This is an optimization exercise on Yosys and OpenROAD, whose aim is small area, a short achievable clock period and few clock cycles per item, not a production implementation. RTL that was checked went through simulation tests only; none was proved equivalent to the original. Power and IR drop assume default switching activity.

// bicubic_resampler
module bicubic_resampler #(
    parameter int LEN_W = bicubic_pkg::LEN_W
) (
    input  wire logic              CLK,
    input  wire logic              RST,
    input  wire logic              start_i,
    input  wire logic [LEN_W-1:0]  src_len_i,
    input  wire logic [LEN_W-1:0]  dst_len_i,
    input  wire logic              src_valid_i,
    input  wire bicubic_pkg::pix_t src_pix_i,
    output logic                   src_ready_o,
    output logic                   out_valid_o,
    output bicubic_pkg::pix_t      out_pix_o,
    input  wire logic              out_ready_i,
    output logic                   done_o
);
Settings: LEC_CHECK=0, ABC_CLOCK_PERIOD_IN_PS=4000, CAP_MARGIN=20, CORE_MARGIN=2, CORE_UTILIZATION=40, SETUP_SLACK_MARGIN=5, SLEW_MARGIN=20, SYNTH_HIERARCHICAL=1; clock period 10.0 ns.
standard.sh (not shown) runs the stock make flow with config.mk's settings and CLKGATE_MAP_FILE= SYNTH_SCRIPT=/design/flow/synth_recipe.tcl, a recipe that flattens the netlist after the stock synthesis.
==> flow/flow/run.sh <==
#!/bin/bash
set -euo pipefail
sed 's/ SETUP_SLACK_MARGIN=[0-9.]* / SETUP_SLACK_MARGIN=6.0 /' standard.sh > standard_margin.sh
grep -q 'SETUP_SLACK_MARGIN=6.0' standard_margin.sh
bash standard_margin.sh > standard.log 2>&1
The first run ran to the end with no violations.
Change:
==> flow/run.sh (new file) <==
#!/bin/bash
# synth_recipe.tcl (not shown) runs the flow's synth.tcl, then flattens the netlist and writes it again
# the make line also repeats each setting of config.mk as NAME=value (left out here)
make -C /OpenROAD-flow-scripts/flow DESIGN_CONFIG=/design/flow/config.mk WORK_HOME=/design/flow/orfs CLKGATE_MAP_FILE= SYNTH_SCRIPT=/design/flow/synth_recipe.tcl finish
removed: flow/flow/run.sh
removed: flow/standard.sh
Outcome:
- die area stays the same
- synthesized area stays the same
- clock power fell by about 10%
Function was not checked in any run of this note: the RTL went through the layout flow alone.

run A:
Another version of the RTL of bicubic_resampler (not shown whole).
Size in the first run: roughly 38 I/O pins, roughly 27000 µm² of cells after synthesis.
// bicubic_resampler
module bicubic_resampler #(
    parameter int LEN_W = bicubic_pkg::LEN_W
) (
    input  wire logic              CLK,
    input  wire logic              RST,
    input  wire logic              start_i,
    input  wire logic [LEN_W-1:0]  src_len_i,
    input  wire logic [LEN_W-1:0]  dst_len_i,
    input  wire logic              src_valid_i,
    input  wire bicubic_pkg::pix_t src_pix_i,
    output logic                   src_ready_o,
    output logic                   out_valid_o,
    output bicubic_pkg::pix_t      out_pix_o,
    input  wire logic              out_ready_i,
    output logic                   done_o
);
    localparam int QN = 7;   
    logic             busy;        
    logic             done_r;
    logic [LEN_W-1:0] den;         
    logic [LEN_W-1:0] src_left;    
    logic             sl_nz;       
    logic [7:0]       nb;          
    logic [9:0]       nb3;         
    logic             nbv;         
    logic             srdy;        
    logic [LEN_W-1:0] out_left;    
    logic             ol_nz;       
    logic             k8;          
    logic             loaded;      
    logic             filling;     
    logic [1:0]       fsh;         
    logic             out0;        
    logic             prep;        
    logic [QN-1:0]    oc;          
    logic [1:0]       dcnt;        
    logic             ddone;       
    logic [7:0]       kq;          
  ...
Settings: LEC_CHECK=0, ABC_CLOCK_PERIOD_IN_PS=4000, CAP_MARGIN=20, CORE_MARGIN=2, CORE_UTILIZATION=55, PLACE_DENSITY=0.75, SETUP_SLACK_MARGIN=5, SLEW_MARGIN=20, SYNTH_HIERARCHICAL=1; clock period 10.0 ns.
==> flow/flow/run.sh <==
#!/bin/bash
set -euo pipefail
sed 's/ SETUP_SLACK_MARGIN=[0-9.]* / SETUP_SLACK_MARGIN=6.6 /' standard.sh > standard_margin.sh
grep -q 'SETUP_SLACK_MARGIN=6.6' standard_margin.sh
bash standard_margin.sh > standard.log 2>&1
Run A finished all stages; the layout is clean.
Testbench counts of run A, summed over its fixed seeds: cycles 18,916, items 16,987.
Inputs modified between run A and run B:
==> flow/flow/run.sh <==
#!/bin/bash
set -euo pipefail
sed 's/ SETUP_SLACK_MARGIN=[0-9.]* / SETUP_SLACK_MARGIN=6.5 /' standard.sh > standard_margin.sh
grep -q 'SETUP_SLACK_MARGIN=6.5' standard_margin.sh
bash standard_margin.sh > standard.log 2>&1
==> run notes <==
- Run A ended up with xn[7] as its capture point of the worst path; run B ended up with out_pix_o[3].
- In run B the clock skew turned out 0.0064 ns higher than in run A.
- Setup slack in run B is smaller than in run A.
- Per the comparison of run B with run A, final core utilization has decreased, power went down by 0.000072 W.
For run C, these inputs were changed with respect to run B:
Settings: PLACE_DENSITY no longer set, was 0.75.
==> flow/flow/run.sh <==
#!/bin/bash
set -euo pipefail
sed 's/ SETUP_SLACK_MARGIN=[0-9.]* / SETUP_SLACK_MARGIN=6.6 /' standard.sh > standard_margin.sh
grep -q 'SETUP_SLACK_MARGIN=6.6' standard_margin.sh
bash standard_margin.sh > standard.log 2>&1
==> run notes <==
Run C did not stop at any stage, and its layout met the timing, DRC and antenna checks. start_i as the first element of the critical path was reported by run C, and qe[0][3] by run B. Taking run B as the reference, in run C final critical-path required period lower, combinational cell fraction of total power roughly the same, detailed-route wire length on metal 1 higher.
The inputs of run D differ from those of run C as listed below.
Settings: CTS_CLUSTER_DIAMETER now 100, previously not set; CTS_CLUSTER_SIZE now 22, previously not set; PLACE_DENSITY now 0.8, previously not set.
Results
- Run D went all the way through synthesis, placement and routing and the layout is clean on timing, DRC and antenna.
- Of run D and run C, the higher cell area after layout belongs to run C.
- Run D and run C ended up with nearly the same I/O pin total.
- Against run C, run D reports a proportion of cell area occupied by registers that is higher.
- When run D is measured against run C, its met2 routing resource usage after global routing turns out 2.8 points lower.
- Changes observed in run D relative to run C: reported net switching power has decreased, last weighted congestion value of the routability-driven placer rose by about 6.5%.

bicubic_resampler, a different RTL version from the one above (not shown whole).
export LEC_CHECK = 0
export ABC_CLOCK_PERIOD_IN_PS = 4000
export CAP_MARGIN = 20
export CORE_MARGIN = 2
export CORE_UTILIZATION = 55
export CTS_BUF_LIST = sky130_fd_sc_hd__clkbuf_8
export SETUP_SLACK_MARGIN = 5
export SLEW_MARGIN = 20
export SYNTH_HIERARCHICAL = 1
create_clock -name core_clock -period 10.0 [get_ports {CLK}]
==> flow/flow/run.sh <==
#!/bin/bash
set -euo pipefail
sed 's/ SETUP_SLACK_MARGIN=[0-9.]* / SETUP_SLACK_MARGIN=6.6 /' standard.sh > standard_margin.sh
grep -q 'SETUP_SLACK_MARGIN=6.6' standard_margin.sh
bash standard_margin.sh > standard.log 2>&1
Testbench counts at the start, summed over its fixed seeds: cycles 18,916, items 16,987.
==> next run, changes <==
Settings changed: CTS_BUF_LIST sky130_fd_sc_hd__clkbuf_8 to default.
=> Wire length barely changes. Setup slack gets worse by 0.011 ns. Sequential share of layout area shrinks by 0.12 points. Flip-flop and latch count is unchanged. Clock-buffer cell count went down by 31. Critical path depth fell by 4. Power increases slightly.
==> next run, changes <==
Settings changed: CORE_UTILIZATION 55 to 65.
Result: Design area drops by 1.6%. Synthesized area does not change. Hold slack is about the same. Global-route usage went up by 3.5 points. Setup slack gets worse by 0.046 ns. Cell count is lower by 4.4%. Clock power decreases by about 3%. Wire length decreases by 2.6%. Power came out lower by 3.5%. Count of clock-buffer cells in the layout falls by 4.

re-timing with driven ports:
Ports are ideal in the flow. The routed layouts listed here were re-timed in OpenROAD.
Step 1, drivers: a clkbuf_16 drives CLK and a buf_2 each remaining input, both assumed.
Step 2 times the ports against the registers' clock, not the clock port: input delays grow and output delays shrink by t, the midpoint of the rising clock arrivals with the driver on.
Slacks: no drivers / after step 1 / after step 2; pairs: no drivers / after step 1.
run	shift t [ns]	slack for setup (ns)	hold slack, ns
the first run of note 1	0.611	5.505 / 5.505 / 5.501	0.316 / 0.316 / 0.316
the second run of note 1	0.586	5.085 / 5.085 / 5.085	0.327 / 0.327 / 0.327
run A	0.617	6.650 / 6.650 / 6.083	0.321 / 0.321 / 0.321
run B	0.621	6.544 / 6.490 / 5.978	0.315 / 0.315 / 0.315
run C	0.626	6.593 / 6.628 / 6.002	0.322 / 0.322 / 0.322
run D	0.600	6.606 / 6.618 / 6.031	0.317 / 0.317 / 0.317
the first run of note 3	0.695	6.620 / 6.631 / 5.938	0.317 / 0.317 / 0.317
the second run of note 3	0.637	6.609 / 6.613 / 5.992	0.323 / 0.323 / 0.323
the third run of note 3	0.619	6.563 / 6.593 / 5.973	0.320 / 0.320 / 0.320
After both steps setup and hold are still met in every run listed. For the first run of note 3, which loses most, drivers alone change the setup slack by +0.011 ns; drivers and shift together by -0.682 ns.
